What follows belongs to an exercise in optimizing a design on an open flow for small area, a short achievable clock period and few clock cycles per item; a production flow would make more cautious choices.
Where RTL was checked, it was by simulation tests only, not by an equivalence proof against the original.

==> trial 59 <==
==> flow/design.v (excerpt) <==
module md_lr_top (
  input  logic                         clk,
  input  logic                         rst,
  output logic                         pready,
  input  logic                         pvalid,
  input  logic [md_lr_pkg::PADDRW-1:0] paddr,
  input  md_lr_pkg::particle_t         pwdata,
  input  logic                         plast,
  input  logic                         fready,
  output logic                         fvalid,
  output logic [md_lr_pkg::PADDRW-1:0] faddr,
  output logic                         flast,
  output md_lr_pkg::force_t            fdata
);
  localparam int NP = md_lr_pkg::MAXNUMP;
  localparam int AW = md_lr_pkg::PADDRW;
  localparam int QW = md_lr_pkg::QW;
  localparam int CW = 3 * md_lr_pkg::GADDRW;       
  localparam int PW = CW + QW;
  logic [PW-1:0] lb [NP];
  logic [AW-1:0] wp;                    
  logic [AW-1:0] rb;                    
  logic [AW:0]   used;                  
  logic [1:0]    dcnt;                  
  logic [AW-1:0] d0_b, d0_n, d1_b, d1_n;  
  logic [CW-1:0] cb_c [NP];             
  logic [QW-1:0] cb_q [NP];             
  logic [NP-1:0] cb_m;                  
  logic          q_pend;                
  logic [AW-1:0] q_n;                   
  logic          cb_valid;              
  logic [AW-1:0] cb_n;
  logic [AW-1:0] idx;                   
  logic [AW-1:0] sp;                    
  logic [CW-1:0] pos;                   
  logic          s1_v, s1_l;
  logic [AW-1:0] s1_a;
  logic [NP*9-1:0] s1_cls;
  logic          s2_v, s2_l;
  logic [AW-1:0] s2_a;
  logic          k_v, k_l;              
  logic [AW-1:0] k_a;
  logic [13:0]   k_x, k_y, k_z;
  logic          accept, f_free, s2_adv, s1_adv, issue, idx_last;
  logic          copy_c, copy_q, done;
  logic [AW:0]   used_nxt;
  logic [1:0]    dcnt_nxt;
  logic [AW-1:0] fr_n;                  
  logic [NP-1:0] mask;                  
  assign accept   = pvalid & pready;
  assign f_free   = ~fvalid | fready;
  assign s2_adv   = ~s2_v | ~k_v;
  assign s1_adv   = ~s1_v | s2_adv;
  assign issue    = cb_valid & s1_adv;
  assign idx_last = (idx == cb_n);
  assign done     = accept & plast;     
  assign copy_c = (dcnt != 2'd0) & ~q_pend & (~cb_valid | (issue & idx_last));
  ...
==> module md_lr_top, before the edit <==
module md_lr_top (
  input  logic                         clk,
  input  logic                         rst,
  output logic                         pready,
  input  logic                         pvalid,
  input  logic [md_lr_pkg::PADDRW-1:0] paddr,
  input  md_lr_pkg::particle_t         pwdata,
  input  logic                         plast,
  input  logic                         fready,
  output logic                         fvalid,
  output logic [md_lr_pkg::PADDRW-1:0] faddr,
  output logic                         flast,
  output md_lr_pkg::force_t            fdata
);
  localparam int NP = md_lr_pkg::MAXNUMP;
  localparam int AW = md_lr_pkg::PADDRW;
  localparam int QW = md_lr_pkg::QW;
  localparam int CW = 3 * md_lr_pkg::GADDRW;       
  localparam int PW = CW + QW;
  logic [PW-1:0] lb [NP];
  logic [AW-1:0] wp;                    
  logic [AW-1:0] rb;                    
  logic [AW:0]   used;                  
  logic [1:0]    dcnt;                  
  logic [AW-1:0] d0_b, d0_n, d1_b, d1_n;  
  logic [CW-1:0] cb_c [NP];             
  logic [QW-1:0] cb_q [NP];             
  logic [NP-1:0] cb_m;                  
  logic          q_pend;                
  logic [AW-1:0] q_n;                   
  logic          cb_valid;              
  logic [AW-1:0] cb_n;
  logic [AW-1:0] idx;                   
  logic [AW-1:0] sp;                    
  logic [CW-1:0] pos;                   
  logic          s1_v, s1_l;
  logic [AW-1:0] s1_a;
  logic [NP*9-1:0] s1_cls;
  logic          s2_v, s2_l;
  logic [AW-1:0] s2_a;
  logic          k_v, k_l;              
  logic [AW-1:0] k_a;
  logic [13:0]   k_x, k_y, k_z;
  logic          accept, f_free, s2_adv, s1_adv, issue, idx_last;
  logic          copy_c, copy_q, done;
  logic [AW:0]   used_nxt;
  logic [1:0]    dcnt_nxt;
  logic [AW-1:0] fr_n;                  
  logic [NP-1:0] mask;                  
  assign accept   = pvalid & pready;
  assign f_free   = ~fvalid | fready;
  assign s2_adv   = ~s2_v | ~k_v;
  assign s1_adv   = ~s1_v | s2_adv;
  assign issue    = cb_valid & s1_adv;
  assign idx_last = (idx == cb_n);
  assign done     = accept & plast;     
  assign copy_c = (dcnt != 2'd0) & ~q_pend & (~cb_valid | (issue & idx_last));
  assign copy_q = (q_pend | (copy_c & ~issue)) & (~s1_v | s2_adv);
  assign fr_n   = q_pend ? q_n : d0_n;
  assign used_nxt = used + (AW+1)'(accept) - (copy_q ? (AW+1)'(fr_n) + 1'b1 : '0);
  assign dcnt_nxt = dcnt + 2'(done) - 2'(copy_c);
  for (genvar j = 0; j < NP; j++) begin : g_mask
    logic [AW-1:0] off;
    assign off     = AW'(j) - d0_b;
    assign mask[j] = (off <= d0_n);
  end
  always_ff @(posedge clk) begin
    if (rst) begin
      pready   <= 1'b1;
      wp       <= '0;
      rb       <= '0;
      used     <= '0;
      dcnt     <= '0;
      q_pend   <= 1'b0;
      cb_valid <= 1'b0;
      idx      <= '0;
      s1_v     <= 1'b0;
      s2_v     <= 1'b0;
      k_v      <= 1'b0;
      fvalid   <= 1'b0;
    end else begin
      pready   <= (used_nxt != (AW+1)'(NP)) & (dcnt_nxt != 2'd2);
      used     <= used_nxt;
      dcnt     <= dcnt_nxt;
      if (accept) begin
        wp <= wp + 1'b1;
      end
      if (done) begin
        rb <= wp + 1'b1;
      end
      q_pend   <= (q_pend | copy_c) & ~copy_q;
      cb_valid <= copy_c | (cb_valid & ~(issue & idx_last));
      if (issue) begin
        idx <= idx_last ? '0 : idx + 1'b1;
      end
      if (s1_adv) begin
        s1_v <= issue;
      end
      if (s2_adv) begin
        s2_v <= s1_v;
      end
      if (f_free) begin
        fvalid <= k_v | s2_v;
        k_v    <= 1'b0;
      end else if (!k_v) begin
        k_v    <= s2_v;
      end
    end
  end
  logic [CW-1:0] nxt;
  assign nxt = cb_c[sp + 1'b1];
  always_ff @(posedge clk) begin
    for (int j = 0; j < NP; j++) begin
      if (accept && wp == AW'(j)) begin
        lb[j] <= pwdata;
      end
    end
    if (done && (dcnt == 2'd0 || (dcnt == 2'd1 && copy_c))) begin
      d0_b <= rb;
      d0_n <= paddr;
    end else if (copy_c) begin
      d0_b <= d1_b;
      d0_n <= d1_n;
    end
    if (done) begin
      d1_b <= rb;
      d1_n <= paddr;
    end
    if (copy_c) begin
      for (int j = 0; j < NP; j++) begin
        cb_c[j] <= lb[j][PW-1:QW];
      end
      cb_m <= mask;
      cb_n <= d0_n;
      q_n  <= d0_n;
      sp   <= d0_b;
      pos  <= lb[d0_b][PW-1:QW];
    end else if (issue) begin
      sp  <= sp + 1'b1;
      pos <= nxt;
    end
    if (copy_q) begin
      for (int j = 0; j < NP; j++) begin
        cb_q[j] <= lb[j][QW-1:0];
      end
    end
  end
  logic [NP*CW-1:0] cells;
  logic [NP*QW-1:0] charges;
  logic [NP*9-1:0]  cls;
  logic [13:0]      fx, fy, fz;
  for (genvar j = 0; j < NP; j++) begin : g_slot
    assign cells[j*CW +: CW]   = cb_c[j];
    assign charges[j*QW +: QW] = cb_q[j];
  end
  force_class u_class (
    .cells (cells),
    .valid (cb_m),
    .pos   (pos),
    .cls   (cls)
  );
  force_gather u_gather (
    .clk     (clk),
    .en      (s2_adv),
    .cls     (s1_cls),
    .charges (charges),
    .fx      (fx),
    .fy      (fy),
    .fz      (fz)
  );
  always_ff @(posedge clk) begin
    if (s1_adv) begin
      s1_l   <= idx_last;
      s1_a   <= idx;
      s1_cls <= cls;
    end
    if (s2_adv) begin
      s2_l <= s1_l;
      s2_a <= s1_a;
    end
    if (f_free) begin
      flast    <= k_v ? k_l : s2_l;
      faddr    <= k_v ? k_a : s2_a;
      fdata.fx <= 18'(signed'(k_v ? k_x : fx));
      fdata.fy <= 18'(signed'(k_v ? k_y : fy));
      fdata.fz <= 18'(signed'(k_v ? k_z : fz));
    end else if (!k_v) begin
      k_l <= s2_l;
      k_a <= s2_a;
      k_x <= fx;
      k_y <= fy;
      k_z <= fz;
    end
  end
endmodule
Settings: LEC_CHECK=0, CAP_MARGIN=20, CORE_MARGIN=2, CORE_UTILIZATION=40, SLEW_MARGIN=20; clock period 10.0 ns.
run.sh (not shown) runs the stock make flow with config.mk's settings and CLKGATE_MAP_FILE= SYNTH_SCRIPT=/design/flow/synth_recipe.tcl, a recipe that flattens the netlist after the stock synthesis.
==> inputs of trial 2, as changes to trial 59 <==
--- a/flow/design.v
+++ b/flow/design.v
@@ -1653,5 +1653,5 @@
   logic [AW:0]   used;                  
   logic [1:0]    dcnt;                  
-  logic [AW-1:0] d0_b, d0_n, d1_b, d1_n;  
+  logic [AW-1:0] d0_b, d0_n, d1_b, d1_n, d2_b, d2_n;  
   logic [CW-1:0] cb_c [NP];             
   logic [QW-1:0] cb_q [NP];             
@@ -1680,8 +1680,13 @@
   assign accept   = pvalid & pready;
   assign f_free   = ~fvalid | fready;
-  assign s2_adv   = ~s2_v | ~k_v;
-  assign s1_adv   = ~s1_v | s2_adv;
   assign issue    = cb_valid & s1_adv;
-  assign idx_last = (idx == cb_n);
+  logic          s1_v_n, s2_v_n, k_v_n, s2_adv_n;
+  logic [AW-1:0] idx_n, cb_n_n;
+  assign s1_v_n   = s1_adv ? issue : s1_v;
+  assign s2_v_n   = s2_adv ? s1_v : s2_v;
+  assign k_v_n    = ~f_free & (k_v | s2_v);
+  assign s2_adv_n = ~s2_v_n | ~k_v_n;
+  assign idx_n    = issue ? (idx_last ? '0 : idx + 1'b1) : idx;
+  assign cb_n_n   = copy_c ? d0_n : cb_n;
   assign done     = accept & plast;     
   assign copy_c = (dcnt != 2'd0) & ~q_pend & (~cb_valid | (issue & idx_last));
@@ -1690,4 +1695,11 @@
   assign used_nxt = used + (AW+1)'(accept) - (copy_q ? (AW+1)'(fr_n) + 1'b1 : '0);
   assign dcnt_nxt = dcnt + 2'(done) - 2'(copy_c);
+  logic          cb_valid_n, q_pend_n, issue_n, idx_last_n, copy_c_n, copy_q_n;
+  assign cb_valid_n = copy_c | (cb_valid & ~(issue & idx_last));
+  assign q_pend_n   = (q_pend | copy_c) & ~copy_q;
+  assign issue_n    = cb_valid_n & (~s1_v_n | s2_adv_n);
+  assign idx_last_n = (idx_n == cb_n_n);
+  assign copy_c_n   = (dcnt_nxt != 2'd0) & ~q_pend_n & (~cb_valid_n | (issue_n & idx_last_n));
+  assign copy_q_n   = (q_pend_n | (copy_c_n & ~issue_n)) & (~s1_v_n | s2_adv_n);
   for (genvar j = 0; j < NP; j++) begin : g_mask
     logic [AW-1:0] off;
@@ -1708,7 +1720,9 @@
       s2_v     <= 1'b0;
       k_v      <= 1'b0;
+      s1_adv   <= 1'b1;
+      s2_adv   <= 1'b1;
       fvalid   <= 1'b0;
     end else begin
-      pready   <= (used_nxt != (AW+1)'(NP)) & (dcnt_nxt != 2'd2);
+      pready   <= (used_nxt != (AW+1)'(NP)) & (dcnt_nxt != 2'd3);
       used     <= used_nxt;
       dcnt     <= dcnt_nxt;
@@ -1719,15 +1733,11 @@
         rb <= wp + 1'b1;
       end
-      q_pend   <= (q_pend | copy_c) & ~copy_q;
-      cb_valid <= copy_c | (cb_valid & ~(issue & idx_last));
-      if (issue) begin
-        idx <= idx_last ? '0 : idx + 1'b1;
-      end
-      if (s1_adv) begin
-        s1_v <= issue;
-      end
-      if (s2_adv) begin
-        s2_v <= s1_v;
-      end
+      q_pend   <= q_pend_n;
+      cb_valid <= cb_valid_n;
+      idx      <= idx_n;
+      s1_v     <= s1_v_n;
+      s2_v     <= s2_v_n;
+      s2_adv   <= s2_adv_n;
+      s1_adv   <= ~s1_v_n | s2_adv_n;
       if (f_free) begin
         fvalid <= k_v | s2_v;
@@ -1741,4 +1751,5 @@
   assign nxt = cb_c[sp + 1'b1];
   always_ff @(posedge clk) begin
+    idx_last <= idx_last_n;
     for (int j = 0; j < NP; j++) begin
       if (accept && wp == AW'(j)) begin
@@ -1746,14 +1757,16 @@
       end
     end
-    if (done && (dcnt == 2'd0 || (dcnt == 2'd1 && copy_c))) begin
-      d0_b <= rb;
-      d0_n <= paddr;
-    end else if (copy_c) begin
+    if (copy_c) begin
       d0_b <= d1_b;
       d0_n <= d1_n;
+      d1_b <= d2_b;
+      d1_n <= d2_n;
     end
     if (done) begin
-      d1_b <= rb;
-      d1_n <= paddr;
+      case (dcnt - 2'(copy_c))
+        2'd0:    begin d0_b <= rb; d0_n <= paddr; end
+        2'd1:    begin d1_b <= rb; d1_n <= paddr; end
+        default: begin d2_b <= rb; d2_n <= paddr; end
+      endcase
     end
     if (copy_c) begin
- ABC_AREA: default -> 1
- CAP_MARGIN: 20 -> 50
- SLEW_MARGIN: 20 -> 70
==> notes.md <==
Trial 59 passed the timing, design-rule and antenna checks. Trial 2 passed the timing, design-rule and antenna checks.
Of trial 2 and trial 59, trial 2 has the higher core utilization (gap 1.4 points).
Against trial 2, the first-iteration DRC count of trial 59 is smaller by about 8%.
Synthesized cell count: trial 59 is smaller than trial 2 (25%).
Between trial 2 and trial 59, the lower global-route usage is in trial 59 (gap 1.3 points).
Between trial 2 and trial 59, the lower non-clock buffer count is in trial 59 (gap 66).
Critical path depth: trial 59 is lower than trial 2 (3).
==> figures <==
| quantity | trial 2 | trial 59 |
|---|---|---|
| Met1 capacity usage during global routing | 36.3% | 35.1% |
| Worst Setup Slack, final | 6.15 ns | 5.62 ns |
| Measured slew at the worst slew-check pin | 0.521 ns | 1.20 ns |
| Number of antenna violations at the first check in global routing | 4 | 5 |
| Slowest CP cell | sky130_fd_sc_hd__fa_1 | sky130_fd_sc_hd__a222oi_1 |
| Post-Route WL | 189 mm | 177 mm |
| Number of multi-input logic gates | 3518 | 2476 |
| Bufs w/o clock | 210 | 144 |
| Worst slack at placement | 5.54 ns | 5.28 ns |
| Floorplan Core Area | 140000 um2 | 137000 um2 |
| Outcome | no timing/DRC/antenna violations | no timing/DRC/antenna violations |
| Clkbuf count | 116 | 110 |
| Die W | 379 um | 376 um |
| Beginning of the worst register-to-register path | s1_cls[115] | s1_cls[105] |
| Drt first-iter violations | 4597 | 4226 |
| Number of buffers added by the clock tree synthesis step | 101 | 94 |
Testbench counts of trial 2, summed over its fixed seeds: cycles 1,436, items 1,214.
Only the layout flow was run in trial 59; the RTL was not checked for function there.

==> what the ideal ports hide <==
The flow's constraints put no driver on any port. The routed layouts listed below were extracted and timed again, unchanged, in two steps. Step 1 sets driving cells, clkbuf_16 on the clock port and buf_2 on the other inputs (assumed; they add their load-dependent delay and slew). Step 2 also shifts input and output timing later by t, the mid clock arrival at the registers, as if the neighbouring blocks saw the same clock. a / b / c = no drivers / after step 1 / after step 2; a / b = the first two.
run | shift t [ns] | slack for setup (ns) | worst setup path at the end | slew at the worst register clock pin (ns)
trial 59 | 0.784 | 5.623 / 5.623 / 5.249 | input to register | 0.08 / 0.08
trial 2 | 0.807 | 6.147 / 6.147 / 5.553 | input to register | 0.07 / 0.07
After both steps every run listed still meets setup and hold. For trial 2, which loses most, drivers alone change the setup slack by 0.000 ns; drivers and shift together by -0.594 ns.
